Background: an optimization exercise with open tools, aiming at a short achievable clock period and few clock cycles. Do not read the settings as production practice. No functional check of the RTL was part of any run shown here. Power figures rest on the tool's default switching activity, not on a simulated workload.

`flow/design.v`:
```
`timescale 1ns/1ps
module fetchAdd9 (
    input  logic [8:0]  pcLo,
    input  logic [31:0] instr,
    output logic [9:0]  sum
);
    logic [8:0] imm;
    assign imm = (instr[6:0] == 7'b1101111) ? {instr[28:21], 1'b0}
                                            : {instr[28:25], instr[11:8], 1'b0};
    assign sum = {1'b0, pcLo} + {1'b0, imm};
endmodule
module fetchIncDec (
    input  logic [22:0] hi,
    output logic [22:0] hiP,
    output logic [22:0] hiM
);
    assign hiP = hi + 23'd1;
    assign hiM = hi - 23'd1;
endmodule
module fetchSel (
    input  logic [31:0] instr,
    input  logic [31:0] pc,
    input  logic [31:0] pc4,
    input  logic [22:0] hiP,
    input  logic [22:0] hiM,
    input  logic [9:0]  sum,
    input  logic        ovSel,
    input  logic [31:0] ovPc,
    output logic        take,
    output logic [31:0] pcNext
);
    logic        isJal, isBr, jalNear, bback, sgn;
    logic [22:0] hiF;
    assign isJal   = (instr[6:0] == 7'b1101111);
    assign isBr    = (instr[6:0] == 7'b1100011);
    assign jalNear = isJal && (instr[19:12] == {8{instr[31]}}) &&
                     (instr[30:28] == {3{instr[31]}}) && (instr[20] == instr[31]);
    assign bback   = isBr && instr[31] && instr[7] && (instr[30:28] == 3'b111);
    assign take    = jalNear || bback;
    assign sgn     = instr[31];
    always_comb begin
        case ({sgn, sum[9]})
            2'b01:   hiF = hiP;
            2'b10:   hiF = hiM;
            default: hiF = pc[31:9];
        endcase
    end
    assign pcNext = ovSel ? ovPc : take ? {hiF, sum[8:0]} : pc4;
endmodule
`timescale 1ns/1ps
module rvCore (
    input  logic        clk,
    input  logic        rstN,
    output logic [31:0] imemAddr,
    input  logic [31:0] imemData,
    output logic        wbEn,
    output logic [4:0]  wbRd,
    output logic [31:0] wbData
);
    logic        stallD, jalBigD;
    logic        redirM, annul1M, annul2M, killEM, killDM, jalrM;
    logic        isJalrE;
    logic [31:0] jalTgtD, altM, jalrTgtM;
    logic [31:0] pcF, pcNext;
    assign imemAddr = pcF;
    logic        takeF;
    logic [9:0]  sumF;
    logic [22:0] hiP, hiM;
    logic [31:0] pcF4, ovPc;
    logic        holdF, killF, ovSel;
    assign pcF4 = pcF + 32'd4;
    fetchAdd9 fAdd (.pcLo(pcF[8:0]), .instr(imemData), .sum(sumF));
    fetchIncDec fInc (.hi(pcF[31:9]), .hiP(hiP), .hiM(hiM));
    assign holdF = (isJalrE && !killEM) || stallD;
    assign killF = redirM || jalrM || (isJalrE && !killEM) || jalBigD;
    assign ovSel = redirM || jalrM || holdF || jalBigD;
    always_comb begin
        if (redirM)       ovPc = altM;
        else if (jalrM)   ovPc = jalrTgtM;
        else if (holdF)   ovPc = pcF;
        else              ovPc = jalTgtD;
    end
    fetchSel fSel (
        .instr(imemData), .pc(pcF), .pc4(pcF4), .hiP(hiP), .hiM(hiM), .sum(sumF),
        .ovSel(ovSel), .ovPc(ovPc), .take(takeF), .pcNext(pcNext)
    );
    logic [31:0] instrD, pcD;
    logic        validD, predD;
    always_ff @(posedge clk or negedge rstN) begin
        if (!rstN) begin
            pcF    <= '0;
            validD <= 1'b0;
        end else begin
            pcF <= pcNext;
            if (killF)        validD <= 1'b0;
            else if (!stallD) validD <= 1'b1;
        end
    end
    always_ff @(posedge clk) begin
        if (!stallD) begin
            instrD <= imemData;
            pcD    <= pcF;
            predD  <= takeF;
        end
    end
    logic [6:0] opD;
    logic [2:0] f3D;
    logic [4:0] rs1D, rs2D, rdD;
    logic       isLui, isAuipc, isJal, isJalr, isBr, isLd, isSt, isOpi, isOp;
    logic       useRs1, useRs2, writesD;
    assign opD  = instrD[6:0];
    assign f3D  = instrD[14:12];
    assign rs1D = instrD[19:15];
    assign rs2D = instrD[24:20];
    assign rdD  = instrD[11:7];
    assign isLui   = (opD == 7'b0110111);
    assign isAuipc = (opD == 7'b0010111);
    assign isJal   = (opD == 7'b1101111);
    assign isJalr  = (opD == 7'b1100111);
    assign isBr    = (opD == 7'b1100011);
    assign isLd    = (opD == 7'b0000011);
    assign isSt    = (opD == 7'b0100011);
    assign isOpi   = (opD == 7'b0010011);
    assign isOp    = (opD == 7'b0110011);
    assign useRs1  = isJalr | isBr | isLd | isSt | isOpi | isOp;
    assign useRs2  = isBr | isSt | isOp;
    assign writesD = (isLui | isAuipc | isJal | isJalr | isLd | isOpi | isOp) && (rdD != 5'd0);
    logic [31:0] immI, immS, immB, immU, immJ;
    assign immI = {{20{instrD[31]}}, instrD[31:20]};
    assign immS = {{20{instrD[31]}}, instrD[31:25], instrD[11:7]};
    assign immB = {{19{instrD[31]}}, instrD[31], instrD[7], instrD[30:25], instrD[11:8], 1'b0};
    assign immU = {instrD[31:12], 12'b0};
    assign immJ = {{11{instrD[31]}}, instrD[31], instrD[19:12], instrD[20], instrD[30:21], 1'b0};
    logic backD;
    assign backD   = isBr && instrD[31];
    assign jalBigD = validD && (isJal || backD) && !predD && !killDM;
    assign jalTgtD = pcD + (isJal ? immJ : immB);
    logic [31:0] regs [1:31];
    logic [31:1] rvalid;
    logic [31:0] rv1D, rv2D;
    always_ff @(posedge clk or negedge rstN) begin
        if (!rstN) begin
            rvalid <= '0;
        end else if (wbEn) begin
            rvalid[wbRd] <= 1'b1;
        end
    end
    always_ff @(posedge clk) begin
        if (wbEn) regs[wbRd] <= wbData;
    end
    always_comb begin
        if (wbEn && (wbRd == rs1D))                rv1D = wbData;
        else if (rs1D != 5'd0 && rvalid[rs1D])     rv1D = regs[rs1D];
        else                                       rv1D = '0;
        if (wbEn && (wbRd == rs2D))                rv2D = wbData;
        else if (rs2D != 5'd0 && rvalid[rs2D])     rv2D = regs[rs2D];
        else                                       rv2D = '0;
    end
    logic        validE, wrE, isLdE;
    logic [4:0]  rdE;
    logic        validM, wrM;
    logic [4:0]  rdM;
    logic        aE, aM, bE, bM, bImmD;
    logic [31:0] opAD, opBD, resE, wbNext;
    assign stallD = validD && isLdE && wrE && !killEM &&
                    ((useRs1 && rs1D == rdE) || (useRs2 && rs2D == rdE));
    assign aE    = useRs1 && wrE && !killEM && (rdE == rs1D);
    assign aM    = useRs1 && wrM && (rdM == rs1D);
    assign bE    = useRs2 && wrE && !killEM && (rdE == rs2D);
    assign bM    = useRs2 && wrM && (rdM == rs2D);
    assign bImmD = isOpi | isLd | isJalr;
    assign opAD  = aE ? resE : aM ? wbNext : rv1D;
    assign opBD  = bImmD ? immI : bE ? resE : bM ? wbNext : rv2D;
    logic        isBrE, isStE, predE, plainE;
    logic [1:0]  skipE;
    logic [2:0]  f3E;
    logic [31:0] rv1E, rv2E, constE, altE;
    logic [7:0]  immE;
    logic        selAdd, selSub, selSll, selSlt, selSltu, selXor, selSrl, selSra, selOr, selAnd, selConst;
    logic        sAddE, sSubE, sSllE, sSltE, sSltuE, sXorE, sSrlE, sSraE, sOrE, sAndE, sConstE;
    logic        goD;
    logic [1:0]  skipD;
    always_comb begin
        case (immB)
            32'd4:   skipD = 2'd1;
            32'd8:   skipD = 2'd2;
            32'd12:  skipD = 2'd3;
            default: skipD = 2'd0;
        endcase
    end
    assign goD = validD && !stallD && !killDM && !(isJalrE && !killEM);
    always_comb begin
        selAdd = 1'b0; selSub = 1'b0; selSll = 1'b0; selSlt = 1'b0; selSltu = 1'b0;
        selXor = 1'b0; selSrl = 1'b0; selSra = 1'b0; selOr = 1'b0; selAnd = 1'b0;
        selConst = isLui | isAuipc | isJal | isJalr;
        if (isOp || isOpi) begin
            case (f3D)
                3'b000: begin
                    selSub = isOp && instrD[30];
                    selAdd = !(isOp && instrD[30]);
                end
                3'b001: selSll  = 1'b1;
                3'b010: selSlt  = 1'b1;
                3'b011: selSltu = 1'b1;
                3'b100: selXor  = 1'b1;
                3'b101: begin
                    selSra = instrD[30];
                    selSrl = !instrD[30];
                end
                3'b110: selOr   = 1'b1;
                default: selAnd = 1'b1;
            endcase
        end
    end
    always_ff @(posedge clk or negedge rstN) begin
        if (!rstN) begin
            validE  <= 1'b0;
            wrE     <= 1'b0;
            isLdE   <= 1'b0;
            isBrE   <= 1'b0;
            isJalrE <= 1'b0;
            isStE   <= 1'b0;
        end else begin
            validE  <= goD;
            wrE     <= goD && writesD;
            isLdE   <= goD && isLd;
            isBrE   <= goD && isBr && (skipD != 2'd1);  
            isJalrE <= goD && isJalr;
            isStE   <= goD && isSt;
        end
    end
    always_ff @(posedge clk) begin
        rdE     <= rdD;
        f3E     <= f3D;
        predE   <= backD;               
        plainE  <= !isJal && !backD;    
        skipE   <= skipD;
        rv1E    <= opAD;
        rv2E    <= opBD;
        immE    <= isSt ? immS[7:0] : immI[7:0];
        constE  <= isLui ? immU : isAuipc ? (pcD + immU) : (pcD + 32'd4);
        altE    <= backD ? (pcD + 32'd4) : (pcD + immB);
        sAddE   <= selAdd | isLd | isSt;
        sSubE   <= selSub;
        sSllE   <= selSll;
        sSltE   <= selSlt;
        sSltuE  <= selSltu;
        sXorE   <= selXor;
        sSrlE   <= selSrl;
        sSraE   <= selSra;
        sOrE    <= selOr;
        sAndE   <= selAnd;
        sConstE <= selConst;
    end
    logic [31:0] resM;
    logic [31:0] opA, opB;
    logic [31:0] sum, diff, sll, srl, sra;
    logic        eq, lt, ltu, taken;
    assign opA = rv1E;
    assign opB = rv2E;
    assign sum  = opA + opB;
    assign diff = opA - opB;
    assign sll  = opA << opB[4:0];
    assign srl  = opA >> opB[4:0];
    assign sra  = $signed(opA) >>> opB[4:0];
    assign eq   = (opA == opB);
    assign lt   = ($signed(opA) < $signed(opB));
    assign ltu  = (opA < opB);
    assign resE = ({32{sAddE}}   & sum)
                | ({32{sSubE}}   & diff)
                | ({32{sSllE}}   & sll)
                | ({32{sSltE}}   & {31'b0, lt})
                | ({32{sSltuE}}  & {31'b0, ltu})
                | ({32{sXorE}}   & (opA ^ opB))
                | ({32{sSrlE}}   & srl)
                | ({32{sSraE}}   & sra)
                | ({32{sOrE}}    & (opA | opB))
                | ({32{sAndE}}   & (opA & opB))
                | ({32{sConstE}} & constE);
    always_comb begin
        case (f3E)
            3'b000:  taken = eq;
            3'b001:  taken = !eq;
            3'b100:  taken = lt;
            3'b101:  taken = !lt;
            3'b110:  taken = ltu;
            default: taken = !ltu;
        endcase
    end
    logic [7:0]  addrLo;
    logic [63:0] wselE;
    logic [3:0]  benE;
    logic [31:0] wrDataE;
    assign addrLo = opA[7:0] + immE[7:0];
    always_comb begin
        wselE = '0;
        wselE[addrLo[7:2]] = 1'b1;
        benE    = 4'b0000;
        wrDataE = opB;
        if (isStE) begin
            case (f3E[1:0])
                2'b00: begin
                    benE    = 4'b0001 << addrLo[1:0];
                    wrDataE = {4{opB[7:0]}};
                end
                2'b01: begin
                    benE    = addrLo[1] ? 4'b1100 : 4'b0011;
                    wrDataE = {2{opB[15:0]}};
                end
                default: benE = 4'b1111;
            endcase
        end
    end
    logic        liveE;
    logic        misM, takFwdM, plainEM;
    logic [1:0]  skipM;
    logic        isLdM;
    logic [2:0]  f3M;
    logic [63:0] wselM;
    logic [3:0]  benM;
    logic [1:0]  offM;
    logic [31:0] wrDataM;
    assign liveE = !killEM;
    always_ff @(posedge clk or negedge rstN) begin
        if (!rstN) begin
            validM  <= 1'b0;
            wrM     <= 1'b0;
            isLdM   <= 1'b0;
            benM    <= 4'b0000;
            jalrM   <= 1'b0;
            misM    <= 1'b0;
            takFwdM <= 1'b0;
        end else begin
            validM  <= validE && liveE;
            wrM     <= wrE && liveE;
            isLdM   <= isLdE && liveE;
            benM    <= liveE ? benE : 4'b0000;
            jalrM   <= isJalrE && liveE;
            misM    <= isBrE && liveE && predE && !taken;   
            takFwdM <= isBrE && liveE && !predE && taken;   
        end
    end
    always_ff @(posedge clk) begin
        rdM      <= rdE;
        f3M      <= f3E;
        resM     <= resE;
        wselM    <= wselE;
        offM     <= addrLo[1:0];
        wrDataM  <= wrDataE;
        jalrTgtM <= {sum[31:1], 1'b0};
        altM     <= altE;
        skipM    <= skipE;
        plainEM  <= plainE;
    end
    logic plainNextM;
    assign plainNextM = plainE;    
    assign annul1M = takFwdM && (skipM == 2'd2) && plainNextM;
    assign annul2M = takFwdM && (skipM == 2'd3) && plainNextM && !predD;
    assign redirM  = misM || (takFwdM && !annul1M && !annul2M);
    assign killEM  = redirM || annul1M || annul2M;
    assign killDM  = redirM || annul2M;
    logic [2047:0] dmem;
    logic [31:0]   rdWord, shifted, loadVal;
    always_ff @(posedge clk) begin
        for (int i = 0; i < 64; i++) begin
            for (int j = 0; j < 4; j++) begin
                if (wselM[i] && benM[j]) dmem[32*i + 8*j +: 8] <= wrDataM[8*j +: 8];
            end
        end
    end
    always_comb begin
        rdWord = '0;
        for (int i = 0; i < 64; i++) begin
            rdWord = rdWord | (dmem[32*i +: 32] & {32{wselM[i]}});
        end
    end
    assign shifted = rdWord >> {offM, 3'b000};
    always_comb begin
        case (f3M)
            3'b000:  loadVal = {{24{shifted[7]}}, shifted[7:0]};
            3'b001:  loadVal = {{16{shifted[15]}}, shifted[15:0]};
            3'b100:  loadVal = {24'b0, shifted[7:0]};
            3'b101:  loadVal = {16'b0, shifted[15:0]};
            default: loadVal = rdWord;
        endcase
    end
    assign wbNext = isLdM ? loadVal : resM;
    always_ff @(posedge clk or negedge rstN) begin
        if (!rstN) wbEn <= 1'b0;
        else       wbEn <= wrM;
    end
    always_ff @(posedge clk) begin
        wbRd   <= rdM;
        wbData <= wbNext;
    end
endmodule
```
`flow/run.sh`:
```
#!/bin/bash
# synth_recipe.tcl (not shown) runs the flow's synth.tcl, then flattens the netlist and writes it again
# the make line also repeats each setting of config.mk as NAME=value (left out here)
make -C /OpenROAD-flow-scripts/flow DESIGN_CONFIG=/design/flow/config.mk WORK_HOME=/design/flow/orfs CLKGATE_MAP_FILE= SYNTH_SCRIPT=/design/flow/synth_recipe.tcl finish
```
`flow/config.mk`:
```
export PLATFORM = sky130hd
export DESIGN_NAME = rvCore
export DESIGN_NICKNAME = rvCore
export VERILOG_FILES = /design/flow/design.v
export SDC_FILE = /design/flow/constraint.sdc
export NUM_CORES = 4
export LEC_CHECK = 0
export ABC_CLOCK_PERIOD_IN_PS = 1000
export CAP_MARGIN = 20
export CORE_MARGIN = 2
export CORE_UTILIZATION = 33
export PLACE_DENSITY = 0.4
export SETUP_SLACK_MARGIN = 5
export SLEW_MARGIN = 20
export SYNTH_HIERARCHICAL = 1
```
`flow/constraint.sdc`:
```
create_clock -name core_clock -period 8.5 [get_ports {clk}]
set_input_delay 1.7000 -clock core_clock [delete_from_list [all_inputs] [get_ports {clk}]]
set_output_delay 1.7000 -clock core_clock [all_outputs]
set_load 0.01 [all_outputs]
```
==> metrics.cfg, run 1 <==
[timing]
fmax_ghz = 0.2313
min_period_ns = 4.324
worst_slew_pin_slew_ns = 1.410
finalCritPeriodShare_pct = 50.87
skew_ns = 0.1103
finalSetupViolCount = 0
final_hold_viol_count = 0
maxSlewViolCount = 0
tns_ns = 0
timing.slew.headroom_pct = 5.656
rsz0062_at_grt = true

[drt]
drt_iter0_drc = 13820
vias_per_cell = 6.135
drt-pass1-iter-count = 6
wl_um = 753900
drc = 0
ant_nets = 0
vias = 108500
avgRoutedWirePerCell_um = 42.64

[synthesis]
syn_avg_cell_area_sq_um = 15.16
yosys-top-cells-count = edfxtp_1, mux4_2, clkbuf_1
synthFlopType = edfxtp_1
netlist.area_leader.share_pct = 59.49
netlist_area_sq_mm = 0.1567
yosysTopAreaCell = edfxtp_1
ys_seq_area_share_pct = 65.98
synth_async_sr_flop_share_pct = 2.199
yosysMostFrequentCell = edfxtp_1
synthesis.nets = 10570
yosysWarnings = 8
synthTopCellsByArea = edfxtp_1, mux4_2, dfxtp_1
synth-edff-count = 3105
syn_inst = 10340
ys_ff_latch = 3593
synth_cell_types = 98

[floorplan]
die_h_um = 693.2
dieArea_sq_mm = 0.4805
die_x_um = 693.2
core_area_sq_mm = 0.4739
io_pins = 104
std_cell_rows = 253
initial_core_util_pct = 33.07

[global_routing]
first_global_vias = 105100
grt_use_met2_pct = 48.22
overflow = 0
gr-max-usage-layer = met2
grt_pass1_wl_um = 991700
grtUsageTotal_pct = 30.43
antenna_found_initial = 51
gr-usage-met3_pct = 6.104
gr-usage-met1_pct = 41.31
grt_max_degree = 88

[critical_path]
criticalPathCategory = reg -> reg
required_ns = 9.38
critical_path_arrival_ns = 5.20
path_max_fanout = 8
critPathLaunchType = register
crit_slowest_cell = edfxtp_1
cpPeakStageDelay_ns = 0.35
crit_top_cell = buf_6
cp-end-kind = register

[place]
io_buffers = 103
place_inst = 16300
gp_congestion = 0.9132
dpl.hpwl_um = 463100
dpl_cell_area_sq_mm = 0.1663

[finish]
instances_no_fill = 17680
multi_input_area_sq_mm = 0.05503
nNetsFinal = 11310
nFillCells = 43130
final-seq-area_sq_mm = 0.1039
area_growth_pct = 23.10
final_cell_area_sq_mm = 0.1929
drive_gt1_share_pct = 28.65

[pwr]
p_leak_nw = 64.96
peakVddDrop_mv = 0.1608
totalPowerFinal_mw = 48.81
p_per_area_mw_per_mm2 = 253.0

[clock_network]
numCtsBuffers = 410
cts-root-buf = clkbuf_16
hold_buffers = 0
cts_tree = yes
clk_pin_slew_ns = 0.07
cts_num_sinks = 3593
clk_latency_ns = 1.09
cts_max_level = 5
cts_max_path_buffers = 4

[job]
maxCapViolCount = 0

[worst_hold_path]
hold_class = reg -> reg

[outcome]
status = finished clean

per-module statistics from Yosys, one instance, submodules excluded:
module | area (sq um) | copies in the design | cells | flip-flops and latches
rvCore | 154100 | 1 | 9911 | 3593
fetchSel | 1399 | 1 | 250 | 0
fetchIncDec | 863.3 | 1 | 125 | 0
fetchAdd9 | 382.9 | 1 | 50 | 0
state kept, by name, summed over array words and instances (netlist names), 31 cells and up, named ones only:
register,cells
constE,32
dmem,2048
pcD,32
regs,992
rvalid,31
altM,32
pcF,32
jalrTgtM,31
wbData,32
wselM,64
instrD,32
altE,32
rv1E,32
resM,32
rv2E,32
wrDataM,32
kinds of logic (layout without fill, tap and decap cells):
group	count (synthesis)	after routing	share of synthesized area, %
DFF	3593	3593	65.98
AOI/OAI and AO/OA	2443	2445	11.38
and+or+nand+nor	1965	1968	6.229
buffers and inverters	981	2054	2.463
muxes	897	897	10.88
xor gates and xnor gates	255	255	1.425
adders and majority gates	202	202	1.646
other	0	18	0
placed cells by master, fill, tap and decap left out, drive strengths merged, types with 195 or more instances in the layout:
cell / synthesis / routed
nor2: 529 / 529
and2: 278 / 278
a21oi: 429 / 429
ha: 195 / 195
o21ai: 353 / 353
buf: 214 / 972
a22o: 470 / 470
nand2: 458 / 458
mux2i: 217 / 217
mux4: 642 / 642
inv: 229 / 238
edfxtp: 3105 / 3105
clkbuf: 533 / 551
a221oi: 501 / 501
dfxtp: 409 / 409
what timing repair did:
item / CTS / global route
setup endpoints to repair: 666 / 314
setup buffers: 433 / 118
pin swaps: 219 / 184
cloned: 43 / 8
gates resized for setup: 1470 / 431
where the power goes:
group / switching [mW] / internal [mW] / total [mW]
Combinational: 6.53 / 3.91 / 10.4
Sequential: 0.694 / 19.9 / 20.6
Clock: 7.58 / 10.2 / 17.8
worst max-delay path, delay by kind of cell, from the launching register on:
family / cells / cell delay (ns)
buffers and inverters: 26 / 2.83
AND/OR/NAND/NOR: 8 / 0.88
flip-flops: 1 / 0.35
AO/OA/AOI/OAI: 1 / 0.04
worst paths after layout:
check | start | end | slack, ns | cells past startpoint
setup / recovery | instrD[5]$_DFFE_PN_ | pcF[20]$_DFF_PN0_ | 4.18 | 35
hold / removal | skipE[0]$_DFF_P_ | skipM[0]$_DFF_P_ | 0.32 | 0
setup reg to reg | instrD[5]$_DFFE_PN_ | pcF[20]$_DFF_PN0_ | 4.18 | 35
hold reg to reg | skipE[0]$_DFF_P_ | skipM[0]$_DFF_P_ | 0.32 | 0
max in group asynchronous | rstN | wbEn$_DFF_PN0_ | 6.66 | 2
min in group asynchronous | rstN | pcF[10]$_DFF_PN0_ | 0.60 | 1
layout make-up:
| cell class | count | share of cell area [%] |
|---|---|---|
| Antenna cell | 18 | 0.02335 |
| Clock buffer | 541 | 5.791 |
| Clock inverter | 216 | 1.062 |
| Inverter | 234 | 0.5052 |
| Multi-Input combinational cell | 5767 | 28.52 |
| Sequential cell | 3593 | 53.88 |
| Tap cell | 6247 | 4.051 |
| Timing Repair Buffer | 1062 | 6.163 |
| Timing Repair inverter | 1 | 0.004540 |
routing by layer:
layer,vias to the layer above,wire length [um]
met5,-,142
met4,20,34600
met3,1183,62550
met2,5512,345400
met1,58530,311200
li1,43210,-
metrics by stage:
stage | hold slack, ns | setup slack (ns) | utilization (%)
5_1_grt | 0.3302 | 4.053 | 40.70
2_1_floorplan | 0.3096 | 4.133 | -
6_report | 0.3237 | 4.176 | 40.71
3_3_place_gp | 0.3118 | 1.885 | 35.08
4_1_cts | 0.3249 | 3.974 | 40.01
3_5_place_dp | 0.3121 | 1.925 | 35.08
==> run 2: changes to the inputs <==
--- a/flow/design.v
+++ b/flow/design.v
@@ -1,52 +1,3 @@
 `timescale 1ns/1ps
-module fetchAdd9 (
-    input  logic [8:0]  pcLo,
-    input  logic [31:0] instr,
-    output logic [9:0]  sum
-);
-    logic [8:0] imm;
-    assign imm = (instr[6:0] == 7'b1101111) ? {instr[28:21], 1'b0}
-                                            : {instr[28:25], instr[11:8], 1'b0};
-    assign sum = {1'b0, pcLo} + {1'b0, imm};
-endmodule
-module fetchIncDec (
-    input  logic [22:0] hi,
-    output logic [22:0] hiP,
-    output logic [22:0] hiM
-);
-    assign hiP = hi + 23'd1;
-    assign hiM = hi - 23'd1;
-endmodule
-module fetchSel (
-    input  logic [31:0] instr,
-    input  logic [31:0] pc,
-    input  logic [31:0] pc4,
-    input  logic [22:0] hiP,
-    input  logic [22:0] hiM,
-    input  logic [9:0]  sum,
-    input  logic        ovSel,
-    input  logic [31:0] ovPc,
-    output logic        take,
-    output logic [31:0] pcNext
-);
-    logic        isJal, isBr, jalNear, bback, sgn;
-    logic [22:0] hiF;
-    assign isJal   = (instr[6:0] == 7'b1101111);
-    assign isBr    = (instr[6:0] == 7'b1100011);
-    assign jalNear = isJal && (instr[19:12] == {8{instr[31]}}) &&
-                     (instr[30:28] == {3{instr[31]}}) && (instr[20] == instr[31]);
-    assign bback   = isBr && instr[31] && instr[7] && (instr[30:28] == 3'b111);
-    assign take    = jalNear || bback;
-    assign sgn     = instr[31];
-    always_comb begin
-        case ({sgn, sum[9]})
-            2'b01:   hiF = hiP;
-            2'b10:   hiF = hiM;
-            default: hiF = pc[31:9];
-        endcase
-    end
-    assign pcNext = ovSel ? ovPc : take ? {hiF, sum[8:0]} : pc4;
-endmodule
-`timescale 1ns/1ps
 module rvCore (
     input  logic        clk,
@@ -64,25 +15,41 @@
     logic [31:0] pcF, pcNext;
     assign imemAddr = pcF;
-    logic        takeF;
-    logic [9:0]  sumF;
-    logic [22:0] hiP, hiM;
-    logic [31:0] pcF4, ovPc;
-    logic        holdF, killF, ovSel;
+    logic        jalF, jalSmallF, bbackF, takeF;
+    logic [12:0] immBf, immJf;
+    logic [13:0] sumBf, sumJf;
+    logic [18:0] hi0, hiP, hiM, hiJ;
+    logic [31:0] tgtB, tgtJ, pcF4, seqNext;
+    assign jalF      = (imemData[6:0] == 7'b1101111);
+    assign jalSmallF = jalF && (imemData[19:12] == {8{imemData[31]}});
+    assign bbackF    = (imemData[6:0] == 7'b1100011) && imemData[31];
+    assign takeF     = jalSmallF || bbackF;
+    assign immBf = {imemData[31], imemData[7], imemData[30:25], imemData[11:8], 1'b0};
+    assign immJf = {imemData[12], imemData[20], imemData[30:21], 1'b0};
+    assign sumBf = {1'b0, pcF[12:0]} + {1'b0, immBf};
+    assign sumJf = {1'b0, pcF[12:0]} + {1'b0, immJf};
+    assign hi0 = pcF[31:13];
+    assign hiP = pcF[31:13] + 19'd1;
+    assign hiM = pcF[31:13] - 19'd1;
+    assign tgtB = {sumBf[13] ? hi0 : hiM, sumBf[12:0]};  
+    always_comb begin
+        case ({imemData[31], sumJf[13]})
+            2'b01:   hiJ = hiP;
+            2'b10:   hiJ = hiM;
+            default: hiJ = hi0;
+        endcase
+    end
+    assign tgtJ = {hiJ, sumJf[12:0]};
     assign pcF4 = pcF + 32'd4;
-    fetchAdd9 fAdd (.pcLo(pcF[8:0]), .instr(imemData), .sum(sumF));
-    fetchIncDec fInc (.hi(pcF[31:9]), .hiP(hiP), .hiM(hiM));
+    assign seqNext = jalSmallF ? tgtJ : bbackF ? tgtB : pcF4;
+    logic holdF, killF;
     assign holdF = (isJalrE && !killEM) || stallD;
     assign killF = redirM || jalrM || (isJalrE && !killEM) || jalBigD;
-    assign ovSel = redirM || jalrM || holdF || jalBigD;
     always_comb begin
-        if (redirM)       ovPc = altM;
-        else if (jalrM)   ovPc = jalrTgtM;
-        else if (holdF)   ovPc = pcF;
-        else              ovPc = jalTgtD;
-    end
-    fetchSel fSel (
-        .instr(imemData), .pc(pcF), .pc4(pcF4), .hiP(hiP), .hiM(hiM), .sum(sumF),
-        .ovSel(ovSel), .ovPc(ovPc), .take(takeF), .pcNext(pcNext)
-    );
+        if (redirM)       pcNext = altM;
+        else if (jalrM)   pcNext = jalrTgtM;
+        else if (holdF)   pcNext = pcF;
+        else if (jalBigD) pcNext = jalTgtD;
+        else              pcNext = seqNext;
+    end
     logic [31:0] instrD, pcD;
     logic        validD, predD;
@@ -132,8 +99,6 @@
     assign immU = {instrD[31:12], 12'b0};
     assign immJ = {{11{instrD[31]}}, instrD[31], instrD[19:12], instrD[20], instrD[30:21], 1'b0};
-    logic backD;
-    assign backD   = isBr && instrD[31];
-    assign jalBigD = validD && (isJal || backD) && !predD && !killDM;
-    assign jalTgtD = pcD + (isJal ? immJ : immB);
+    assign jalBigD = validD && isJal && !predD && !killDM;
+    assign jalTgtD = pcD + immJ;
     logic [31:0] regs [1:31];
     logic [31:1] rvalid;
@@ -233,6 +198,6 @@
         rdE     <= rdD;
         f3E     <= f3D;
-        predE   <= backD;               
-        plainE  <= !isJal && !backD;    
+        predE   <= predD;
+        plainE  <= !isJal && !predD;  
         skipE   <= skipD;
         rv1E    <= opAD;
@@ -240,5 +205,5 @@
         immE    <= isSt ? immS[7:0] : immI[7:0];
         constE  <= isLui ? immU : isAuipc ? (pcD + immU) : (pcD + 32'd4);
-        altE    <= backD ? (pcD + 32'd4) : (pcD + immB);
+        altE    <= predD ? (pcD + 32'd4) : (pcD + immB);
         sAddE   <= selAdd | isLd | isSt;
         sSubE   <= selSub;
--- a/flow/config.mk
+++ b/flow/config.mk
@@ -13,3 +13,2 @@
 export SETUP_SLACK_MARGIN = 5
 export SLEW_MARGIN = 20
-export SYNTH_HIERARCHICAL = 1
==> metrics.cfg, run 2 <==
[outcome]
status = finished clean

[synthesis]
synth_top_family_by_area = compound AO/OA/AOI/OAI gates
synthXorXnorAreaFrac_pct = 1.218
yosys-top-cells-count = edfxtp_1, mux4_2, nor2_1
syn_avg_cell_area_sq_um = 15.38
syn_inst = 10100
yosysWarnings = 1
netlist.area_leader.share_pct = 60.02
synth-compound-area-share_pct = 11.63
yosys.area_share.simple_pct = 5.921
yosys.area_share.adder_pct = 1.682
yosysMostFrequentCell = edfxtp_1
synth_async_sr_flop_share_pct = 2.199
synth-edff-count = 3105
synth_cell_types = 104
yosysTopAreaCell = edfxtp_1
synthTopCellsByArea = edfxtp_1, mux4_2, dfxtp_1
synthMuxAreaShare_pct = 10.62
ys_seq_area_share_pct = 66.57
ys_ff_latch = 3593
netlist_area_sq_mm = 0.1553
synthFlopType = edfxtp_1
synthesis.nets = 10340

[clock_network]
clk_latency_ns = 1.03
cts-root-buf = clkbuf_16
clk_pin_slew_ns = 0.06
cts_max_path_buffers = 4
cts_max_level = 5
cts_tree = yes
numCtsBuffers = 407
cts_num_sinks = 3593

[pwr]
p_leak_nw = 64.01
p_per_area_mw_per_mm2 = 246.0
peakVddDrop_mv = 0.1865

[timing]
holdWs_ns = 0.3245
tns_ns = 0
worst_slew_pin_slew_ns = 1.244
timing.slew.headroom_pct = 16.41
timing.final.ws_setup_ns = 4.281
min_period_ns = 4.219
rsz0062_at_grt = true
maxSlewViolCount = 0
skew_ns = 0.09770
finalCritPeriodShare_pct = 49.64
finalSetupViolCount = 0
fmax_ghz = 0.2370
final_hold_viol_count = 0

[critical_path]
r2r-end = pcF[31]$_DFFE_PN0P_
rr_startpoint = instrD[22]$_DFFE_PN_
r2r_slack_ns = 4.43
crit_slowest_cell = a221o_1
critPathLaunch = imemData[27]
reg2reg_depth = 15
cp-end-kind = register
critPathLaunchType = input port
criticalPathCategory = in -> reg
crit_buf_inv = 3
cpPeakStageDelay_ns = 0.32
required_ns = 9.36
crit_chain = dlygate4sd2_1 -> ha_4 -> or2_2 -> a21oi_4 -> a21oi_2 -> a21o_1 -> a21o_1 -> a21o_1 -> a21oi_2 -> ha_4 -> buf_4 -> buf_12 -> nor4_4 -> a211oi_2 -> or4_4 -> a21oi_2 -> a221o_1 -> a221o_1
critical_path_arrival_ns = 5.08
cp_top_family = compound AO/OA/AOI/OAI gates
path_max_fanout = 6

[worst_hold_path]
hold_class = reg -> reg
hold_depth = 0
holdCritStartpoint = altE[26]$_DFF_P_
hold_end = altM[26]$_DFF_P_

[global_routing]
grt_max_degree = 97
antenna_found_initial = 40
first_global_vias = 102400
grtUsageTotal_pct = 29.15
overflow = 0
grt_pass1_wl_um = 949100

[job]
maxCapViolCount = 0

[finish]
top_register = dmem
drive_gt1_share_pct = 28.11
reg_top3 = dmem x2048, regs x992, wselM x64
area_growth_pct = 22.64
layout_commonest_cell = edfxtp_1
final_cell_mix = edfxtp_1, mux4_2, buf_4
instances_no_fill = 17340
largest_reg_flops = 2048
nNetsFinal = 11040
final_cell_area_sq_mm = 0.1905

[place]
place_ws_ns = 2.389
gp_congestion = 0.9191
dpl.hpwl_um = 426400
place_inst = 16020
dpl_cell_area_sq_mm = 0.1647
io_buffers = 103

[floorplan]
die_h_um = 690.1
io_pins = 104
initial_core_util_pct = 33.20
core_area_sq_mm = 0.4679
std_cell_rows = 251
dieArea_sq_mm = 0.4762
die_x_um = 690.1

[drt]
ant_nets = 0
met1Wirelength_um = 299100
drt_iter0_drc = 13640
vias_per_cell = 6.080
vias = 105400
met3_length_um = 49520
wl_um = 719300
route.met2.wl_um = 336600
drt-pass1-iter-count = 6
drc = 0
top_layer_used = met5
avgRoutedWirePerCell_um = 41.49

-- run 2: report_power, final --
group | switching, mW | internal (mW) | leakage [nW]
Combinational | 5.50 | 3.40 | 24.5
Sequential | 0.652 | 19.8 | 33.2
Clock | 7.55 | 9.99 | 6.32
-- run 2: metrics by stage --
step           total power, mW  util (%)
2_1_floorplan            24.45         -
3_3_place_gp             27.71     35.19
3_5_place_dp             27.70     35.19
4_1_cts                  46.52     40.14
5_1_grt                  48.14     40.71
6_report                 46.88     40.71
-- run 2: kinds of logic after synthesis --
group,Yosys count
flip-flops,3593
adder cells (fa/ha/maj),204
multiplexers,865
AO/OA/AOI/OAI,2426
buffers and inverters,927
AND/OR/NAND/NOR,1872
XOR/XNOR,216
-- run 2: repair_timing --
| action | CTS | global route |
|---|---|---|
| hold buffers | 0 | 0 |
| setup buffers | 389 | 117 |
| cloned | 62 | 6 |
| pin swaps | 267 | 192 |
| resized for setup | 1396 | 323 |
| endpoints found under the setup margin | 360 | 236 |
-- run 2: routing by layer --
| metal | GRT usage [%] | vias up |
|---|---|---|
| met5 | 0 | - |
| met4 | 11.10 | 6 |
| met3 | 4.068 | 1047 |
| met2 | 47.19 | 5104 |
| met1 | 39.82 | 56880 |
| li1 | - | 42380 |
-- run 2: cell type report --
cell class	count	area, sq um
diodes	12	30.03
clock buffers	530	10960
clock inverters	205	2031
fillers	42760	277400
inverters	209	855.8
multi-input cells	5589	53250
flip-flops and latches	3593	103900
well taps	6198	7755
repair buffers	1002	11700
-- run 2: worst max-delay path by stage --
stage | end | slack, ns | cells past startpoint
CTS | pcF[28]$_DFFE_PN0P_ | 4.38 | 22
global placement | pcF[15]$_DFFE_PN0P_ | 2.24 | 22
global route | pcF[18]$_DFFE_PN0P_ | 4.19 | 24
detailed placement | pcF[15]$_DFFE_PN0P_ | 2.39 | 22
finish | pcF[31]$_DFFE_PN0P_ | 4.28 | 18
floorplan | pcF[19]$_DFFE_PN0P_ | 3.76 | 23

==> port drivers added, routing unchanged <==
No port has a modelled driver above. Below, the same layouts with a new extraction and two added sets of constraints.
Step 1, drivers: a clkbuf_16 drives clk and a buf_2 each remaining input, both assumed.
Step 2 adds t to the input delays and takes it off the output delays; t is the mean of the earliest and latest rising clock arrival at the registers after step 1. Input paths then give back, and output paths get back, about the clock's delay inside the block.
Slacks: no drivers / after step 1 / after step 2; pairs: no drivers / after step 1.
run	t, ns	slack for setup (ns)	worst register clock-pin slew, ns
run 1	1.148	4.176 / 4.176 / 3.328	0.07 / 0.07
run 2	1.104	4.281 / 4.360 / 3.256	0.07 / 0.07
After both steps every run listed still meets setup and hold. The setup slack of run 2, which loses most, moves by +0.079 ns with the drivers and by -1.025 ns with both steps.
